This design comes from an exercise in tuning for small area and a short achievable clock period on the open sky130 flow, not from production work. Where RTL was checked, it was by simulation tests only, not by an equivalence proof against the original. For run 1, only the layout was checked, not whether the RTL still works. Power is estimated from default activity; no workload was simulated.

<file path="flow/design.v">
module scalar_mem_bank #(
  parameter int                DATA_W   = 8,
  parameter int                ADDR_W   = 8,
  parameter int                DEPTH    = 256,
  parameter int                WAIT_CYC = 1,
  parameter logic [ADDR_W-1:0] RO_BASE  = '0,
  parameter logic [ADDR_W-1:0] RO_LIMIT = ADDR_W'(8'h2F)
) (
  input  logic              clk,
  input  logic              rst,
  input  logic [ADDR_W-1:0] addr,
  input  logic              rd,
  input  logic              wrt,
  input  logic [DATA_W-1:0] wdata,
  output logic [DATA_W-1:0] rdata,
  output logic              rdy,
  output logic              err,
  output logic              busy,
  input  logic              ld_en,
  input  logic [ADDR_W-1:0] ld_addr,
  input  logic [DATA_W-1:0] ld_data
);
  if (DATA_W != 8 || ADDR_W != 8 || DEPTH != 256 || WAIT_CYC != 1 ||
      RO_BASE != 8'h00 || RO_LIMIT != 8'h2F) begin : g_bad_param
    $error("scalar_mem_bank: only the default configuration is implemented");
  end
  logic        w_q;        
  logic        r_q;        
  logic        nrdn_q;     
  logic        pl_q;       
  logic        pw_q;       
  logic        perr_q;     
  logic [15:0] nhr_q;      
  logic [15:0] hw_q;       
  logic [15:0] lo_q;       
  logic [15:0] nlo_q;      
  logic [7:0]  wd_q;
  logic [7:0]  rdata_q;
  logic        rdy_q, err_q, busy_q;
  logic [7:0]  mem_q [256];
  logic [7:0]  mem_d [256];
  logic        idle, strobe, req_rd, req_wr, clash, ld_acc;
  logic [3:0]  lo_sel;
  logic        wr_ok;
  logic [15:0] hwe, nhwe;
  logic [255:0] rl;
  logic [7:0]  rd_d;
  always_comb begin
    idle   = !(w_q || r_q);
    strobe = rd || wrt;
    req_rd = idle && rd && !wrt;
    req_wr = idle && wrt && !rd;
    clash  = idle && rd && wrt;
    ld_acc = idle && ld_en && !strobe;
    lo_sel = strobe ? addr[3:0] : ld_addr[3:0];
    wr_ok  = rst || pl_q;
    hwe    = hw_q & {16{wr_ok}};
    nhwe   = ~hwe;
  end
  always_ff @(posedge clk) begin
    w_q    <= rst && (req_rd || req_wr);
    r_q    <= rst && w_q;
    busy_q <= rst && (w_q || r_q);
    rdy_q  <= rst && r_q;
    nrdn_q <= !(rst && req_rd);
    pl_q   <= rst && ld_acc;
    pw_q   <= rst && req_wr && (addr <= 8'h2F);
    perr_q <= rst && pw_q;
    err_q  <= rst && (clash || (ld_en && !ld_acc) || perr_q);
    wd_q   <= strobe ? wdata : ld_data;
    for (int i = 0; i < 16; i++) begin
      lo_q[i]  <= (lo_sel == 4'(i));
      nlo_q[i] <= (lo_sel != 4'(i));
      nhr_q[i] <= !(rst && req_rd && (addr[7:4] == 4'(i)));
      hw_q[i]  <= rst && ((req_wr && (addr[7:4] == 4'(i)) && i >= 3) ||
                          (ld_acc && (ld_addr[7:4] == 4'(i))));
    end
    rdata_q <= rd_d;
  end
  for (genvar w = 0; w < 256; w++) begin : g_word
    logic wl, hl;
    smb_lines u_lines (.nhr(nhr_q[w/16]), .nhw(nhwe[w/16]), .hw(hwe[w/16]),
                       .lo(lo_q[w%16]), .nlo(nlo_q[w%16]), .rl(rl[w]), .wl(wl), .hl(hl));
    smb_cell8 u_cell (.q(mem_q[w]), .wd(wd_q), .load(wl), .hold(hl), .d(mem_d[w]));
    always_ff @(posedge clk) mem_q[w] <= mem_d[w];
  end
  for (genvar b = 0; b < 8; b++) begin : g_rd
    logic [85:0] l1;
    logic [21:0] l2;
    logic [5:0]  l3;
    logic [1:0]  l4;
    for (genvar k = 0; k < 85; k++) begin : g_l1
      smb_aoi222 u (.a1(rl[3*k]), .a2(mem_q[3*k][b]), .b1(rl[3*k+1]), .b2(mem_q[3*k+1][b]),
                    .c1(rl[3*k+2]), .c2(mem_q[3*k+2][b]), .y(l1[k]));
    end
    smb_aoi22 u_l1x (.a1(rl[255]), .a2(mem_q[255][b]), .b1(nrdn_q), .b2(rdata_q[b]), .y(l1[85]));
    for (genvar k = 0; k < 21; k++) begin : g_l2
      smb_nand4 u (.a(l1[4*k]), .b(l1[4*k+1]), .c(l1[4*k+2]), .d(l1[4*k+3]), .y(l2[k]));
    end
    smb_nand2 u_l2x (.a(l1[84]), .b(l1[85]), .y(l2[21]));
    for (genvar k = 0; k < 5; k++) begin : g_l3
      smb_nor4 u (.a(l2[4*k]), .b(l2[4*k+1]), .c(l2[4*k+2]), .d(l2[4*k+3]), .y(l3[k]));
    end
    smb_nor2 u_l3x (.a(l2[20]), .b(l2[21]), .y(l3[5]));
    smb_nand3 u_l4a (.a(l3[0]), .b(l3[1]), .c(l3[2]), .y(l4[0]));
    smb_nand3 u_l4b (.a(l3[3]), .b(l3[4]), .c(l3[5]), .y(l4[1]));
    smb_o21a  u_l5  (.a1(l4[0]), .a2(l4[1]), .b1(rst), .x(rd_d[b]));
  end
  assign rdata = rdata_q;
  assign rdy   = rdy_q;
  assign err   = err_q;
  assign busy  = busy_q;
endmodule
module smb_lines (
  input  logic nhr, nhw, hw, lo, nlo,
  output logic rl, wl, hl
);
  assign rl = !(nhr || nlo);
  assign wl = !(nhw || nlo);
  assign hl = !(hw && lo);
endmodule
module smb_cell8 (
  input  logic [7:0] q,
  input  logic [7:0] wd,
  input  logic       load,
  input  logic       hold,
  output logic [7:0] d
);
  assign d = (q & {8{hold}}) | (wd & {8{load}});
endmodule
module smb_aoi222 (input logic a1, a2, b1, b2, c1, c2, output logic y);
  assign y = !((a1 && a2) || (b1 && b2) || (c1 && c2));
endmodule
module smb_aoi22 (input logic a1, a2, b1, b2, output logic y);
  assign y = !((a1 && a2) || (b1 && b2));
endmodule
module smb_nand4 (input logic a, b, c, d, output logic y);
  assign y = !(a && b && c && d);
endmodule
module smb_nand3 (input logic a, b, c, output logic y);
  assign y = !(a && b && c);
endmodule
module smb_nand2 (input logic a, b, output logic y);
  assign y = !(a && b);
endmodule
module smb_nor4 (input logic a, b, c, d, output logic y);
  assign y = !(a || b || c || d);
endmodule
module smb_nor2 (input logic a, b, output logic y);
  assign y = !(a || b);
endmodule
module smb_o21a (input logic a1, a2, b1, output logic x);
  assign x = (a1 || a2) && b1;
endmodule
</file>
<file path="flow/run.sh">
#!/bin/bash
# synth_recipe.tcl (not shown) runs the flow's synth.tcl, then flattens the netlist and writes it again
# the make line also repeats each setting of config.mk as NAME=value (left out here)
make -C /OpenROAD-flow-scripts/flow DESIGN_CONFIG=/design/flow/config.mk WORK_HOME=/design/flow/orfs CLKGATE_MAP_FILE= SYNTH_SCRIPT=/design/flow/synth_recipe.tcl finish
</file>
<file path="flow/config.mk">
export PLATFORM = sky130hd
export DESIGN_NAME = scalar_mem_bank
export DESIGN_NICKNAME = scalar_mem_bank
export VERILOG_FILES = /design/flow/design.v
export SDC_FILE = /design/flow/constraint.sdc
export NUM_CORES = 4
export LEC_CHECK = 0
export CAP_MARGIN = 20
export CORE_MARGIN = 2
export CORE_UTILIZATION = 40
export SETUP_SLACK_MARGIN = 2.5
export SLEW_MARGIN = 20
export SYNTH_HIERARCHICAL = 1
</file>
<file path="flow/constraint.sdc">
create_clock -name core_clock -period 5.0 [get_ports {clk}]
set_input_delay 1.0000 -clock core_clock [delete_from_list [all_inputs] [get_ports {clk}]]
set_output_delay 1.0000 -clock core_clock [all_outputs]
set_load 0.01 [all_outputs]
</file>
==> results of run 1 <==
[power by group through the flow]
stage,clock network (mW),registers [mW],logic [mW]
finish,16.0,17.4,1.24
global route,16.9,17.4,1.25
CTS,16.2,17.4,1.18
detailed placement,0,17.8,1.08
global placement,0,17.8,1.07
floorplan,0,17.9,0.246
[metrics by stage]
step | instances | power [mW] | area [um2]
final | 9378 | 34.7 | 87700
after global routing | 9372 | 35.6 | 87700
after CTS | 9334 | 34.8 | 87000
after detailed placement | 8863 | 18.9 | 78100
after global placement | 8863 | 18.9 | 78100
after floorplan | 6613 | 18.2 | 79200
[final timing paths]
check | start | endpoint | cells after the start
setup / recovery | nlo_q[6] | rdata_q[5] | 7
hold reg to reg | pw_q | perr_q | 1
setup reg to reg | nlo_q[6] | rdata_q[5] | 7
hold / removal | pw_q | perr_q | 1
[logic make-up after synthesis]
| kind of cell | Yosys count | synth area share (%) |
|---|---|---|
| buf+inv | 539 | 7.43 |
| simple gates | 1159 | 6.77 |
| flops | 2137 | 54.0 |
| compound gates | 2778 | 31.8 |
[routing by layer]
metal	share of wire [%]	wire, um	up-vias	global-route usage, %
met5	0.011	30	-	0
met3	10	27600	785	5.46
met4	6.2	17100	4	14.2
li1	-	-	27100	-
met2	43	118000	3827	39.3
met1	41	113000	30900	34.4
[cell type report]
class / instances / area (um2) / area share [%]
Clock inverter: 87 / 803 / 0.916
Multi-Input combinational cell: 3937 / 31200 / 35.5
Tap cell: 2640 / 3300 / 3.77
Inverter: 17 / 111 / 0.127
Clock buffer: 301 / 6210 / 7.08
Sequential cell: 2137 / 43000 / 49.0
Antenna cell: 8 / 20.0 / 0.0228
Timing Repair Buffer: 251 / 3110 / 3.55
[layout by cell type, fill, tap and decap left out, drive strengths merged, types with 2 or more instances in the layout]
master,netlist,final
inv,17,21
o31ai,4,4
clkinv,0,62
bufbuf,0,3
diode,0,8
a222oi,680,680
nand4,175,175
nor4,43,43
bufinv,0,11
o31a,2,2
nand2,343,343
clkdlybuf4s50,0,34
buf,518,209
or4b,4,4
o21a,14,14
and2,5,5
o22ai,12,12
nor3b,2,2
a22o,2048,2048
o21ai,7,7
clkbuf,4,302
nor2,544,544
or4,2,2
nor2b,5,5
clkinvlp,0,10
nand2b,9,9
or2,6,6
dfxtp,2137,2137
nand3,16,16
a22oi,8,8
o211ai,2,2
dlymetal6s2s,0,2
[Yosys stat by module, one instance, submodules excluded]
| module | cells | times used | flip-flops and latches | area, um2 |
|---|---|---|---|---|
| smb_nand3 | 1 | 16 | 0 | 5.00 |
| smb_o21a | 1 | 8 | 0 | 7.51 |
| smb_nand4 | 1 | 168 | 0 | 6.26 |
| smb_aoi22 | 1 | 8 | 0 | 12.5 |
| smb_nand2 | 1 | 8 | 0 | 3.75 |
| smb_nor4 | 1 | 40 | 0 | 12.5 |
| smb_cell8 | 10 | 256 | 0 | 92.6 |
| scalar_mem_bank | 2349 | 1 | 2137 | 43900 |
| smb_aoi222 | 1 | 680 | 0 | 10.0 |
| smb_nor2 | 1 | 8 | 0 | 3.75 |
| smb_lines | 3 | 256 | 0 | 11.3 |
[registers in the layout (all words and copies together), names as in the netlist, 8 cells and up]
signal,count
mem_q,2048
hw_q,16
lo_q,16
nhr_q,16
nlo_q,16
rdata_q,8
wd_q,8
[repair_timing]
item                       in CTS  in global routing
cloned                          3                  1
pin swaps                     110                133
setup endpoints to repair    2092                164
resized for setup             257                 85
buffers inserted               80                 35
==> impl_results.md, run 1 <==
- DPL Wire Length: ~170 mm
- Core box area: 197,000 um2
- Number of slew-limit violations in the final report: 0
- Critical Path RT: 5.74 ns
- Layout cells sized above 1: 12.0%
- Final hold vios: 0
- Sinks on Clock Net: 2,137
- Setup Slack @ Placement: between 0.8 and 0.9 ns
- Unique cell type count in the Yosys netlist: a little over 40
- Hold_buf cts: 0
- Worst supply voltage drop on vdd: approximately 0.33 mV
- Net Sw Frac: 23.0%
- Number of warnings printed during yosys synthesis: 10
- Worst Clk Skew: 0.0341 ns
- Reg power frac: approximately half
- Async S/R FF share, synth: 0%
- Average instance area after synthesis: 12.0 um2
- Area growth from synthesis to final layout: 10.8%
- Sum of negative setup slack: 0 ns
- Ports: 48
- Vias in the first global route: 60,000
- Clock Pin Slew Worst Setup and Hold Paths: 0.06 ns
- Nature of the critical path startpoint: register
- Antenna violations before repair: 9
- Count of flip-flops with a built-in enable after synthesis: 0
- Area of the mapped netlist: about 80,000 um2
- Leakage: 31.9 nW
- Buffers & Inverters on Critical Path: 1
- Core utilization of the finished layout: 44.5%
- Source-to-sink clock delay at the later pin of the worst-skew pair: 0.85 ns
- Type of the tightest min-delay check: register to register
- Critical path start-end classification: register to register
- Routed WL per cell: 29.4 um
- Critical path data arrival time: 3.63 ns
- Final WS setup: between 2 and 2.5 ns
- Gr usage total: between 20% and 30%
- Cell type contributing the most total cell area after synthesis: sky130_fd_sc_hd__dfxtp_1
- Maximum net fanout on the critical path: 11
- Wire length reported by the detailed router: 276 mm
- Post-synthesis cell count: 6,613
- Worst slew pin tran: 1.16 ns
- Maximum level of the CTS H-tree: 4
- P per Cell Area: 395 nW/um2
- Grt ovf: 0
- Logic gate share of total power: 3.6%
- Flip-flop and latch count after synthesis: 2,137
- Worst hold margin: 0.458 ns
- Clock Power Share: 46.2%
- Maximum cell stage delay along the critical path: slightly above 0.6 ns
- Kind of cell adding the most delay to the critical path: simple AND/OR/NAND/NOR gates
- Internal power: 26.7 mW
- First-pass iteration count of the detailed router: 11
- Largest net degree at the start of global routing: between 100 and 150
- Period Utilization, post-route: approximately 58%
- Horiz. Die Dim: 449 um
- Critical path capture point type: register
- Clock Tree Root: sky130_fd_sc_hd__clkbuf_16
- Max Clk Rate: 346 MHz
- Clock Tree Buf Depth: 3
- Critical-path cell list: buf_12, nor2_1, a222oi_1, nand4_1, nor4_4, nand3_2, o21a_1
- Number of nets in the final layout: 6,591
- Die area: 201,000 um2
- Total number of vias: 62,600
- Top area cells in the synthesized netlist: sky130_fd_sc_hd__dfxtp_1 (54%), sky130_fd_sc_hd__a22o_1 (23%), sky130_fd_sc_hd__a222oi_1 (8.6%), sky130_fd_sc_hd__buf_6 (7.3%), sky130_fd_sc_hd__nor2_1 (2.6%)
- Number of port buffers: 47
- Flip-flop cell with the highest count after synthesis: sky130_fd_sc_hd__dfxtp_1
- Filler cells: 18,000
- Number of CTS-inserted buffers: 210
- Max-cap check violation count: 0
- Final weighted congestion in routability-driven placement: 0.956
- Synthesized net count: 6,650
- Clock tree from TritonCTS: yes
- CP max stage cell: sky130_fd_sc_hd__nor4_4
- Die height: 449 um
- Ranking of synthesized cells by instance count: sky130_fd_sc_hd__dfxtp_1 (2,137), sky130_fd_sc_hd__a22o_1 (2,048), sky130_fd_sc_hd__a222oi_1 (680), sky130_fd_sc_hd__nor2_1 (544), sky130_fd_sc_hd__buf_6 (513)
- Library cell with the highest instance count after synthesis: sky130_fd_sc_hd__dfxtp_1
- Status: complete, no violations
- DRC violation count after routing: 0
- Final setup violating endpoints: 0
- First DRT Iteration DRCs: 9,924
- Total net switching power: between 7 and 8 mW
- Starting utilization of the core area: between 40% and 50%
- Proportion of synthesized chip area in sequential cells: 54.0%
- Minimum clock period: 2.89 ns
- Setup repair after global routing missed its margin: yes
- Max-Slew Margin vs Limit: 22.4%
- Number of rows created at floorplan: 163
- Drt via density: 6.68
- Residual antenna-violating net count after detailed routing: 0
- Portion of synthesized cell area occupied by the leading cell type: roughly 54%
- Wire length of the first global-routing pass: roughly 400 mm
- Worst reg2reg setup slack: 2.11 ns
==> inputs of run 2 (changes only) <==
--- a/flow/design.v
+++ b/flow/design.v
@@ -32,3 +32,3 @@
   logic        perr_q;     
-  logic [15:0] nhr_q;      
+  logic [15:0] nh_q;       
   logic [15:0] hw_q;       
@@ -36,2 +36,3 @@
   logic [15:0] nlo_q;      
+  logic [15:0] nlr_q;      
   logic [7:0]  wd_q;
@@ -73,3 +74,4 @@
       nlo_q[i] <= (lo_sel != 4'(i));
-      nhr_q[i] <= !(rst && req_rd && (addr[7:4] == 4'(i)));
+      nlr_q[i] <= !(rst && req_rd && (addr[3:0] == 4'(i)));
+      nh_q[i]  <= (addr[7:4] != 4'(i));
       hw_q[i]  <= rst && ((req_wr && (addr[7:4] == 4'(i)) && i >= 3) ||
@@ -81,4 +83,4 @@
     logic wl, hl;
-    smb_lines u_lines (.nhr(nhr_q[w/16]), .nhw(nhwe[w/16]), .hw(hwe[w/16]),
-                       .lo(lo_q[w%16]), .nlo(nlo_q[w%16]), .rl(rl[w]), .wl(wl), .hl(hl));
+    smb_lines u_lines (.nh(nh_q[w/16]), .nhw(nhwe[w/16]), .hw(hwe[w/16]),
+                       .lo(lo_q[w%16]), .nlo(nlo_q[w%16]), .nlr(nlr_q[w%16]), .rl(rl[w]), .wl(wl), .hl(hl));
     smb_cell8 u_cell (.q(mem_q[w]), .wd(wd_q), .load(wl), .hold(hl), .d(mem_d[w]));
@@ -89,4 +91,4 @@
     logic [21:0] l2;
-    logic [5:0]  l3;
-    logic [1:0]  l4;
+    logic [10:0] l3;
+    logic [2:0]  l4;
     for (genvar k = 0; k < 85; k++) begin : g_l1
@@ -100,9 +102,9 @@
     smb_nand2 u_l2x (.a(l1[84]), .b(l1[85]), .y(l2[21]));
-    for (genvar k = 0; k < 5; k++) begin : g_l3
-      smb_nor4 u (.a(l2[4*k]), .b(l2[4*k+1]), .c(l2[4*k+2]), .d(l2[4*k+3]), .y(l3[k]));
+    for (genvar k = 0; k < 11; k++) begin : g_l3
+      smb_nor2 u (.a(l2[2*k]), .b(l2[2*k+1]), .y(l3[k]));
     end
-    smb_nor2 u_l3x (.a(l2[20]), .b(l2[21]), .y(l3[5]));
-    smb_nand3 u_l4a (.a(l3[0]), .b(l3[1]), .c(l3[2]), .y(l4[0]));
-    smb_nand3 u_l4b (.a(l3[3]), .b(l3[4]), .c(l3[5]), .y(l4[1]));
-    smb_o21a  u_l5  (.a1(l4[0]), .a2(l4[1]), .b1(rst), .x(rd_d[b]));
+    smb_nand4 u_l4a (.a(l3[0]), .b(l3[1]), .c(l3[2]), .d(l3[3]), .y(l4[0]));
+    smb_nand4 u_l4b (.a(l3[4]), .b(l3[5]), .c(l3[6]), .d(l3[7]), .y(l4[1]));
+    smb_nand3 u_l4c (.a(l3[8]), .b(l3[9]), .c(l3[10]), .y(l4[2]));
+    smb_o31a  u_l5  (.a1(l4[0]), .a2(l4[1]), .a3(l4[2]), .b1(rst), .x(rd_d[b]));
   end
@@ -114,6 +116,6 @@
 module smb_lines (
-  input  logic nhr, nhw, hw, lo, nlo,
+  input  logic nh, nhw, hw, lo, nlo, nlr,
   output logic rl, wl, hl
 );
-  assign rl = !(nhr || nlo);
+  assign rl = !(nh || nlr);
   assign wl = !(nhw || nlo);
@@ -145,5 +147,2 @@
 endmodule
-module smb_nor4 (input logic a, b, c, d, output logic y);
-  assign y = !(a || b || c || d);
-endmodule
 module smb_nor2 (input logic a, b, output logic y);
@@ -151,4 +150,4 @@
 endmodule
-module smb_o21a (input logic a1, a2, b1, output logic x);
-  assign x = (a1 || a2) && b1;
+module smb_o31a (input logic a1, a2, a3, b1, output logic x);
+  assign x = (a1 || a2 || a3) && b1;
 endmodule
--- a/flow/config.mk
+++ b/flow/config.mk
@@ -10,2 +10,4 @@
 export CORE_UTILIZATION = 40
+export CTS_CLUSTER_DIAMETER = 60
+export CTS_CLUSTER_SIZE = 30
 export SETUP_SLACK_MARGIN = 2.5
==> run 2 against run 1 <==
- critical endpoint is now rdata_q[6]
- die area increased by 0.24%
- power decreased by 9.1%
- setup slack improved by 0.028 ns
- non-clock buffer count decreased by 5
- clock power decreased by about 20%
- still clean on timing, DRC and antenna
- largest power group unchanged
- combinational power decreased by 11%
- register-to-register slack improved by 0.03 ns
- global-route usage increased by 1.2 points
- first-iteration DRC count increased by 12%
- utilization decreased by 1.2 points
==> impl_results.md, run 2 <==
- CP max stage cell: sky130_fd_sc_hd__a222oi_1
- Sum of negative setup slack: 0 ns (unchanged)
- Area of the mapped netlist: 79,300 um2 (+0.25%)
- Number of slew-limit violations in the final report: 0 (unchanged)
- Flip-flop and latch count after synthesis: 2,153 (+0.75%)
- Core box area: 197,000 um2 (+0.10%)
- Drt via density: 6.77 (+1.3%)
- Critical path capture point type: register
- Worst R2R Start: nlr_q[6]
- Maximum net fanout on the critical path: 8 (-3)
- Worst slew pin tran: 1.27 ns (+0.102 ns)
- Antenna violations before repair: 17 (+8)
- Area of the multi-input gates: 31,000 um2 (-0.68%)
- Final setup violating endpoints: 0 (unchanged)
- FF-to-FF path depth: 7 (unchanged)
- First-pass iteration count of the detailed router: 12 (+1)
- Average instance area after synthesis: 11.9 um2 (-0.92%)
- Worst reg2reg setup slack: 2.14 ns (+0.03 ns)
- Most common library cell in the layout ignoring fill and taps: sky130_fd_sc_hd__dfxtp_1
- Die height: 449 um (+0.12%)
- Critical path start-end classification: register to register
- Status: complete, no violations
- Die area: 202,000 um2 (+0.24%)
- Nature of the critical path startpoint: register
- Max Clk Rate: 349 MHz (+0.96%)
- Clock tree from TritonCTS: yes
- Post-placement cell count: 8,954 (+1.0%)
- Ports: 48 (unchanged)
- Count of flip-flops with a built-in enable after synthesis: 0 (unchanged)
- Worst supply voltage drop on vdd: 0.278 mV (-15%)
- Final hold vios: 0 (unchanged)
- Ranking of synthesized cells by instance count: sky130_fd_sc_hd__dfxtp_1 (2,153), sky130_fd_sc_hd__a22o_1 (2,048), sky130_fd_sc_hd__a222oi_1 (680), sky130_fd_sc_hd__nor2_1 (624), sky130_fd_sc_hd__buf_6 (512)
- Type of the tightest min-delay check: register to register
- Clock Pin Slew Worst Setup and Hold Paths: 0.09 ns (+0.03 ns)
- Cell type contributing the most total cell area after synthesis: sky130_fd_sc_hd__dfxtp_1
- Synthesized net count: 6,728 (+1.2%)
- Number of CTS-inserted buffers: 138 (-34%)
- Most frequent cell on the critical path: sky130_fd_sc_hd__nand4_1
- Vias in the first global route: 58,600 (-2.3%)
- Top area cells in the synthesized netlist: sky130_fd_sc_hd__dfxtp_1 (54%), sky130_fd_sc_hd__a22o_1 (23%), sky130_fd_sc_hd__a222oi_1 (8.6%), sky130_fd_sc_hd__buf_6 (7.3%), sky130_fd_sc_hd__nor2_1 (3.0%)
- Worst Clk Skew: 0.0425 ns (+0.00849 ns)
- Overall power consumption: 31.5 mW (-9.1%)
- Filler cells: 18,200 (+1.1%)
- Endpoint of the worst register-to-register path: rdata_q[6]
- Top library cells by usage in the layout, fill and taps aside: sky130_fd_sc_hd__dfxtp_1 (2,074), sky130_fd_sc_hd__a22o_1 (2,048), sky130_fd_sc_hd__a222oi_1 (680)
- Largest net degree at the start of global routing: 140 (+0.72%)
- Number of rows created at floorplan: 163 (unchanged)
- Sinks on Clock Net: 2,153 (+0.75%)
- Final weighted congestion in routability-driven placement: 1.01 (+5.3%)
- Setup repair after global routing missed its margin: yes
- Wire length reported by the detailed router: 289 mm (+4.9%)
- Hold_buf cts: 0 (unchanged)
- Footprint of the flip-flops and latches: 43,300 um2 (+0.79%)
- Proportion of synthesized chip area in sequential cells: 54.3% (+0.27 points)
- Endpoint with the worst hold slack: perr_q
- Max-cap check violation count: 0 (unchanged)
- Startpoint of the tightest hold check path: pw_q
- Number of nets in the final layout: 6,592 (+0.015%)
- Max-Slew Margin vs Limit: 15.6% (-6.8 points)
- Grt ovf: 0 (unchanged)
- Source-to-sink clock delay at the later pin of the worst-skew pair: 0.82 ns (-0.03 ns)
- Worst hold margin: 0.455 ns (-0.00328 ns)
- Async S/R FF share, synth: 0% (unchanged)
- Residual antenna-violating net count after detailed routing: 0 (unchanged)
- Period Utilization, post-route: 57.3% (-0.55 points)
- Number of flip-flops under the largest register name: 2,048 (unchanged)
- Horiz. Die Dim: 449 um (+0.12%)
- Clock Tree Root: sky130_fd_sc_hd__clkbuf_16
- First DRT Iteration DRCs: 11,100 (+12%)
- Maximum level of the CTS H-tree: 4 (unchanged)
- Clock Tree Buf Depth: 3 (unchanged)
- Number of warnings printed during yosys synthesis: 10 (unchanged)
- Gr usage total: 27.1% (+1.2 points)
- Hold Path Depth: 1 (unchanged)
- Starting utilization of the core area: 40.2% (+0.057 points)
- Area growth from synthesis to final layout: 7.60%
- Critical path data arrival time: 3.58 ns (-0.05 ns)
- DRC violation count after routing: 0 (unchanged)
- Biggest register: mem_q
- Critical-path cell list: buf_4, nor2_1, a222oi_1, nand4_1, nor2_4, nand4_1, o31a_1
- Library cell with the highest instance count after synthesis: sky130_fd_sc_hd__dfxtp_1
- Flip-flop cell with the highest count after synthesis: sky130_fd_sc_hd__dfxtp_1
- Wire length of the first global-routing pass: 416 mm (+2.8%)
- Critical Path RT: 5.72 ns (-0.02 ns)
- DPL Wire Length: 182 mm (+9.4%)
- Total number of vias: 63,100 (+0.73%)
- P per Cell Area: 369 nW/um2 (-6.7%)
- Maximum cell stage delay along the critical path: 0.61 ns (about the same)
- Portion of synthesized cell area occupied by the leading cell type: 54.3% (+0.27 points)
- Leakage: 30.5 nW (-4.4%)
- Number of port buffers: 47 (unchanged)
- Routed WL per cell: 31.0 um (+5.6%)
- Post-synthesis cell count: 6,691 (+1.2%)
- Minimum clock period: 2.86 ns (-0.0275 ns)
- Number of standard cells in the layout, taps in and fillers out: 9,322 (-0.60%)
- Unique cell type count in the Yosys netlist: 39 (-4.9%)
- Layout cells sized above 1: 10.8% (-1.2 points)
[run 2: how the worst max path moves through the flow]
| stage | from | end | cells after the start |
|---|---|---|---|
| 3_5_place_dp | rst | mem_q[13][6] | 8 |
| 3_3_place_gp | rst | mem_q[13][1] | 8 |
| 4_1_cts | nh_q[9] | rdata_q[6] | 6 |
| 5_1_grt | nlr_q[8] | rdata_q[0] | 7 |
| 6_report | nlr_q[6] | rdata_q[6] | 7 |
| 2_1_floorplan | rst | mem_q[128][0] | 8 |
[run 2: layout make-up]
type | instances | area share (%)
clock buffer | 154 | 4.34
inverter | 16 | 0.122
clock inverter | 103 | 1.44
timing repair buffer | 246 | 3.21
multi-input combinational | 4000 | 36.3
sequential | 2153 | 50.7
antenna | 10 | 0.0293
tap | 2640 | 3.87
[run 2: where the power goes]
part	internal (mW)	total, mW	switching, mW	leakage [nW]
clock network	6.05	12.8	6.77	2.42
registers	17.3	17.6	0.290	17.4
logic	0.280	1.10	0.825	10.7
[run 2: stage by stage]
stage | cell area [um2] | utilization (%) | worst slack [ns]
2_1_floorplan | 79400 | - | 2.50
5_1_grt | 85400 | 43.3 | 2.31
3_3_place_gp | 78400 | 39.7 | 1.19
6_report | 85400 | 43.3 | 2.14
3_5_place_dp | 78400 | 39.7 | 1.20
4_1_cts | 85100 | 43.1 | 2.31
[run 2: timing repair]
item / CTS / global route
buffers inserted: 91 / 10
pin swaps: 166 / 66
gates resized for setup: 255 / 69
endpoints found under the setup margin: 1424 / 406
[run 2: routing by layer]
metal / global-route usage (%) / wire length, um / vias to the layer above / part of all wire, %
li1: - / - / 27100 / -
met1: 37.1 / 119000 / 31300 / 41
met2: 39.9 / 123000 / 4011 / 43
met3: 6.56 / 32700 / 695 / 11
met4: 12.9 / 14800 / 8 / 5.1
met5: 0 / 57 / - / 0.020
[run 2: worst max-delay path, delay by kind of cell (launching register included)]
family	cells	cell delay (ns)
and+or+nand+nor	4	1.11
AOI/OAI and AO/OA	2	1.04
DFF	1	0.37
buffers and inverters	1	0.22
[run 2: per-module statistics from Yosys (local to each module, per instance), a selection]
module,copies in the design,cells
smb_cell8,256,10
smb_lines,256,3
smb_aoi222,680,1
smb_o31a,8,1
smb_nand3,8,1
smb_nor2,88,1
[run 2: cells by family after synthesis]
group | count (synthesis) | synth area share [%]
buffers and inverters | 538 | 7.40
muxes | 4 | 0.0536
DFF | 2153 | 54.3
AOI/OAI and AO/OA | 2772 | 31.6
and+or+nand+nor | 1224 | 6.60

==> port drivers added, routing unchanged <==
The results above use ideal ports. As a check the final layouts listed here were re-extracted and re-timed, cells and wires unchanged. Step 1 assumes that a clkbuf_16 drives the clock port and a buf_2 every other input. Step 2 adds t to the input delays and takes it off the output delays; t is the mean of the earliest and latest rising clock arrival at the registers after step 1. Input paths then give back, and output paths get back, about the clock's delay inside the block. Slacks: no drivers / after step 1 / after step 2; pairs: no drivers / after step 1.
run | shift t [ns] | setup slack, ns | worst hold slack (ns) | worst setup path at the end | worst data-port slew with drivers (ns)
run 1 | 0.920 | 2.107 / 2.107 / 1.683 | 0.458 / 0.458 / 0.458 | input to register | 0.20
run 2 | 0.897 | 2.135 / 2.135 / 1.547 | 0.455 / 0.455 / 0.455 | input to register | 0.14
After both steps every run listed still meets setup and hold. For run 2, which loses most, drivers alone change the setup slack by 0.000 ns; drivers and shift together by -0.588 ns.
